Source: an optimization exercise on an open RTL-to-GDS flow (aim: small area). Production flows keep margins and buffers that such runs may drop. Function was checked by simulation only, so behaviour that the tests miss may differ from the original. Power figures rest on the tool's default switching activity, not on a simulated workload.

File: config.mk
export PLATFORM = sky130hd
export DESIGN_NAME = wb_regfile
export DESIGN_NICKNAME = wb_regfile
export VERILOG_FILES = /design/flow/design.v
export SDC_FILE = /design/flow/constraint.sdc
export NUM_CORES = 4
export LEC_CHECK = 0
export CAP_MARGIN = 20
export CELL_PAD_IN_SITES_DETAIL_PLACEMENT = 2
export CELL_PAD_IN_SITES_GLOBAL_PLACEMENT = 2
export CORE_MARGIN = 2
export CORE_UTILIZATION = 30
export PLACE_DENSITY = 0.45
export SLEW_MARGIN = 20
File: constraint.sdc
create_clock -name core_clock -period 8.0 [get_ports {clk}]
set_input_delay 1.6000 -clock core_clock [delete_from_list [all_inputs] [get_ports {clk}]]
set_output_delay 1.6000 -clock core_clock [all_outputs]
set_load 0.01 [all_outputs]
File: design.v
module wb_regfile #(
    parameter int DATA_W = 32,
    parameter int ADDR_W = 5,
    parameter int BYPASS = 1,
    parameter int CNT_W  = 16
) (
    input  logic              clk,
    input  logic              rst_n,
    input  logic              ife_wb,
    input  logic [ADDR_W-1:0] Ri_wb,
    input  logic [DATA_W-1:0] write_wb,
    input  logic [ADDR_W-1:0] Rs_id,
    input  logic [ADDR_W-1:0] Rt_id,
    output logic [DATA_W-1:0] rs_data,
    output logic [DATA_W-1:0] rt_data,
    input  logic [ADDR_W-1:0] dbg_addr,
    output logic [DATA_W-1:0] dbg_data,
    output logic [CNT_W-1:0]  wr_count,
    output logic [ADDR_W-1:0] wr_last
);
    localparam int DEPTH = 2 ** ADDR_W;
    logic [DATA_W-1:0] mem [DEPTH];
    logic              commit;
    assign commit = ife_wb && (Ri_wb != '0);
    always_ff @(posedge clk or negedge rst_n) begin
        if (!rst_n) begin
            for (int i = 0; i < DEPTH; i++) begin
                mem[i] <= '0;
            end
            wr_count <= '0;
            wr_last  <= '0;
        end else if (commit) begin
            mem[Ri_wb] <= write_wb;
            wr_count   <= wr_count + CNT_W'(1);
            wr_last    <= Ri_wb;
        end
    end
    always_comb begin
        rs_data = '0;
        if (Rs_id != '0) begin
            if ((BYPASS != 0) && commit && (Ri_wb == Rs_id)) begin
                rs_data = write_wb;
            end else begin
                rs_data = mem[Rs_id];
            end
        end
    end
    always_comb begin
        rt_data = '0;
        if (Rt_id != '0) begin
            if ((BYPASS != 0) && commit && (Ri_wb == Rt_id)) begin
                rt_data = write_wb;
            end else begin
                rt_data = mem[Rt_id];
            end
        end
    end
    always_comb begin
        dbg_data = '0;
        if (dbg_addr != '0) begin
            dbg_data = mem[dbg_addr];
        end
    end
endmodule
File: run.sh
#!/bin/bash
# synth_recipe.tcl (not shown) runs the flow's synth.tcl, then flattens the netlist and writes it again
# the make line also repeats each setting of config.mk as NAME=value (left out here)
make -C /OpenROAD-flow-scripts/flow DESIGN_CONFIG=/design/flow/config.mk WORK_HOME=/design/flow/orfs CLKGATE_MAP_FILE= SYNTH_SCRIPT=/design/flow/synth_recipe.tcl finish
==> results.txt <==
Timing
Across the routed clock network, the largest skew measured is around 0.0026 ns. Setup violations remaining at the end of the flow were counted as 0. Setup repair after global routing left no endpoint under its margin. The final-report max-slew violation count is 0.

After routing, the total negative slack on setup checks comes to 0 ns. The final clock period utilization by the worst path is a little over 90%. Hold is met by ~0.48 ns.

Across all setup checks in the final design, the least slack found is approximately 0.55 ns. The total count of hold-check failures in the final report is 0. The routed design could run at a clock period as short as around 7.5 ns. Derived from the worst setup path, the maximum achievable clock frequency is between 0.1 and 0.15 GHz.

The transition time of the tightest slew-check pin is approximately 1.3 ns. Headroom to the max-slew limit came out at between 10 and 15%.

Worst setup path
The critical path required time is approximately 6.4 ns. The endpoint of the worst-slack reg-to-reg timing path is wr_count[11]. The critical path starts at dbg_addr[3]. The length in cells of the worst reg-to-reg path is 6. The most critical setup path has its endpoint at dbg_data[16].

The kind of capture point of the worst setup path is an output port. The worst setup path is of the input port to output port kind. The register-to-register path setup slack is between 6 and 7 ns. The launching element type of the critical path is an input port.

The maximum fanout along the worst path is 14. The startpoint identified for the worst register-to-register timing path is wr_count[2]. The signal arrival time at the worst endpoint is slightly below 6 ns.

Power
The overall power after layout is approximately 17 mW. The fraction of power spent switching nets is between 30 and 40%. The power density normalized to cell area is about 250 nW/um^2.

The combinational power share is 18.5%. For this design the total switching power over the nets is between 6 and 7 mW. In this run, the clock network consumes between 30% and 40% of the power. Of the total power, registers draw 45.3%. The internal portion of the total power is 11.23 mW. The leakage power summed over all cells is 29.52 nW. Across the VDD grid, the largest voltage drop is ~0.22 mV.

Synthesis
After synthesis, the share of flip-flops with an asynchronous set or reset is between 90% and 100%. The number of distinct library cells after synthesis is just under 80. The most used standard cell by instance count after synthesis is sky130_fd_sc_hd__mux2_2. Ranked by total cell area, the synthesized netlist is headed by sky130_fd_sc_hd__dfrtp_1 44%, sky130_fd_sc_hd__mux2_2 20%, sky130_fd_sc_hd__a22oi_1 13%. The synthesized netlist occupies a cell area of approximately 58000 um^2. After synthesis, the largest area contributor takes up between 40% and 50% of total cell area. The synthesized design contains around 1000 register bits.

For this run, the leading register cell type out of synthesis is sky130_fd_sc_hd__dfrtp_1. The number of flops mapped to enable cells by yosys is 0. Synthesis produced a netlist whose cell count is ~5400. During synthesis, Yosys emitted a total of 2 warnings. By count the netlist is led by 1016 x sky130_fd_sc_hd__mux2_2, 1013 x sky130_fd_sc_hd__dfrtp_1, 977 x sky130_fd_sc_hd__a22oi_1. The share of synthesized area occupied by flip-flops and latches is 43.77%.

The largest area contributor in the netlist is sky130_fd_sc_hd__dfrtp_1. The synthesized netlist net count is 5429. The mean post-synth cell area is ~11 um^2.

Cells and area
The share of post-route cells with drive strength above 1 is about 33%. The core utilization of the finished layout is 36.54%. Summing all non-filler instances in the final layout gives an area of roughly 70000 um^2. The count of nets after finishing is about 5600. The post-route non-filler standard cell count is 8257.

Fill cells in the final layout number a little over 20000. Relative to the synthesized area, the layout overhead comes to 21.25%.

Global routing
Global routing used between 40% and 50% of the available tracks. The overall overflow remaining after global route is 0. The initial antenna violation count came to 73. The maximum number of pins on one net before global-route repair is between 150 and 200. The first global-routing pass estimated about 640000 um of wire. The via count of the first global-routing pass came to about 60000.

CTS
The count of cells resized by post-cts repair is 0. For this design, the CTS-stage hold fixing added 0 buffers. The clock drives about 1000 sinks. The setup fix buffers added after clock tree synthesis is 0.

The clock reaches the later pin of the worst-skew pair after roughly 0.80 ns. The deepest clock path buffer count is 3. The clock root buffer is sky130_fd_sc_hd__clkbuf_16. The clock-pin transition on the worst setup and hold timing paths is ~0.050 ns. Counting the buffers created by CTS gives roughly 130. The clock tree from TritonCTS is built. The clock tree synthesis step divided the H-tree into 4 levels.

Flow run
The max-cap check violation count is 0.

Status
The flow ran to the end and the layout has no timing, DRC or antenna violations.

Routing
The detail-routed via count per cell is around 7.6. After detailed routing, the number of remaining DRC violations is 0. The number of DRC markers in iteration 0 is between 10000 and 15000.

The number of iterations in the first detailed-routing pass is 7. Once detail routing completed, the nets flagged for antenna violations numbered 0. The vias after detailed routing is 62670. The average wire per standard cell is 60.04 um. After detailed routing, the total wire length is 495800 um.

Placed design
The placer's final routability congestion estimate is a little over 1. The pre-CTS worst setup slack is approximately 0.56 ns. Port buffering added about 170 buffers. The number of placed instances with taps included is 7973.

The instance area after placement is between 60000 and 70000 um^2. Detailed placement ended at an HPWL of 331600 um.

Floorplanning
In this run the vertical extent of the chip is around 440 um. For this configuration, the core starts out at a cell density of between 30 and 40%. The x dimension of the die is 443.4 um. The standard cell core area is between 150000 and 200000 um^2.

The floorplan step defined a die boundary enclosing a little under 200000 um^2. The floorplan has roughly 160 rows. For this design the top-level I/O count stands at roughly 170.

Min path
The path class of the tightest hold or removal check is register to register.
-- worst max-delay path, cell delays in order --
cell                              delay [ns]
sky130_fd_sc_hd__clkdlybuf4s50_1        0.86
sky130_fd_sc_hd__or3b_2                 0.66
sky130_fd_sc_hd__nor2_4                 1.02
sky130_fd_sc_hd__buf_4                  0.53
sky130_fd_sc_hd__a22oi_1                0.16
sky130_fd_sc_hd__nand4_1                0.15
sky130_fd_sc_hd__nor2_1                 0.05
sky130_fd_sc_hd__or3b_2                 0.22
sky130_fd_sc_hd__clkdlybuf4s50_1        0.57
-- logic make-up (layout without fill, tap and decap cells) --
family	after synthesis	after routing	share of synthesized area, %
and+or+nand+nor	1125	1125	9.916
muxes	1148	1148	22.10
buffers and inverters	552	865	3.962
DFF	1013	1013	43.77
xor gates and xnor gates	25	25	0.3781
AOI/OAI and AO/OA	1509	1509	19.85
other	0	45	0
adders and majority gates	1	1	0.02160
-- flip-flops by register name, indices dropped and copies added, names as in the netlist --
name	count
wr_count	16
mem	992
wr_last	5
-- power groups by stage --
stage / Sequential, mW / Combinational (mW) / Clock, mW
detailed placement: 7.86 / 3.12 / 0
CTS: 7.78 / 3.14 / 6.36
global placement: 7.87 / 3.05 / 0
global route: 7.92 / 3.33 / 6.53
floorplan: 6.96 / 1.72 / 0
finish: 7.89 / 3.23 / 6.30
-- how the worst min path moves through the flow --
stage                            start      endpoint  slack, ns  cells after the start
after floorplan           wr_count[15]  wr_count[15]       0.50                      1
after global placement      wr_last[1]    wr_last[1]       0.46                      2
after detailed placement  wr_count[15]  wr_count[15]       0.48                      1
after CTS                 wr_count[15]  wr_count[15]       0.49                      1
after global routing      wr_count[15]  wr_count[15]       0.50                      1
final                     wr_count[15]  wr_count[15]       0.48                      1
-- cell type report --
class                           count  area [um^2]  share of cell area [%]
Timing Repair Buffer              614         5822                   8.290
Antenna cell                       45        112.6                  0.1604
Clock inverter                     52        558.0                  0.7947
Clock buffer                      184         3864                   5.502
Multi-Input combinational cell   3808        31300                   44.57
Sequential cell                  1013        25350                   36.10
Inverter                           15        56.30                 0.08018
Tap cell                         2526         3161                   4.501
-- cells in the final DEF (no fill, tap or decap), types with 11 or more instances in the layout --
cell type	Yosys	layout
sky130_fd_sc_hd__a2111oi_0	27	26
sky130_fd_sc_hd__a21oi_1	86	86
sky130_fd_sc_hd__a221oi_1	61	61
sky130_fd_sc_hd__a222oi_1	22	22
sky130_fd_sc_hd__a22o_1	144	144
sky130_fd_sc_hd__a22oi_1	977	977
sky130_fd_sc_hd__a31oi_1	29	29
sky130_fd_sc_hd__a32oi_1	22	22
sky130_fd_sc_hd__and3_1	64	64
sky130_fd_sc_hd__and4_1	16	16
sky130_fd_sc_hd__buf_12	0	52
sky130_fd_sc_hd__buf_4	3	390
sky130_fd_sc_hd__clkbuf_1	299	20
sky130_fd_sc_hd__clkbuf_16	0	136
sky130_fd_sc_hd__clkbuf_8	0	28
sky130_fd_sc_hd__clkdlybuf4s50_1	0	159
sky130_fd_sc_hd__clkinv_2	0	21
sky130_fd_sc_hd__dfrtp_1	1013	1013
sky130_fd_sc_hd__diode_2	0	45
sky130_fd_sc_hd__inv_1	15	14
sky130_fd_sc_hd__mux2_2	1016	1016
sky130_fd_sc_hd__mux2i_1	129	129
sky130_fd_sc_hd__nand2_1	275	263
sky130_fd_sc_hd__nand2_4	0	11
sky130_fd_sc_hd__nand2b_1	22	20
sky130_fd_sc_hd__nand3_1	112	108
sky130_fd_sc_hd__nand4_1	150	150
sky130_fd_sc_hd__nor2_1	225	132
sky130_fd_sc_hd__nor2_4	0	103
sky130_fd_sc_hd__nor3_1	79	73
sky130_fd_sc_hd__nor4_1	64	62
sky130_fd_sc_hd__o21ai_0	32	32
sky130_fd_sc_hd__o22a_1	12	12
sky130_fd_sc_hd__o22ai_1	12	12
sky130_fd_sc_hd__o32ai_1	20	20
sky130_fd_sc_hd__or4_1	12	12
sky130_fd_sc_hd__xnor2_1	15	15
-- per-layer routing --
layer  GRT usage, %  wire length (um)  share of wire [%]
met1          62.32            189800                 38
met2          67.34            197200                 40
met3          17.09             62020                 13
met4          38.06             46410                9.4
met5              0               312              0.063

## separate check: timing with driven ports
No port has a modelled driver above. Below, the same layout with a new extraction and two added sets of constraints. Step 1 sets driving cells, clkbuf_16 on the clock port and buf_2 on the other inputs (assumed; they add their load-dependent delay and slew). Step 2 moves the port delays by t, midway between the first and last clock arrival at a register: inputs arrive t later, outputs are due t later. That takes back most of the time a late clock gives input paths. Three values: ideal, step 1, step 2; two values: the first two.
shift t [ns]: 0.932
slack for setup (ns): 0.550 / 0.432 / 0.432
clock arrival spread, ns: 0.045 / 0.046
After both steps setup and hold are still met in this run. The setup slack of this run moves by -0.118 ns with the drivers and by -0.118 ns with both steps.
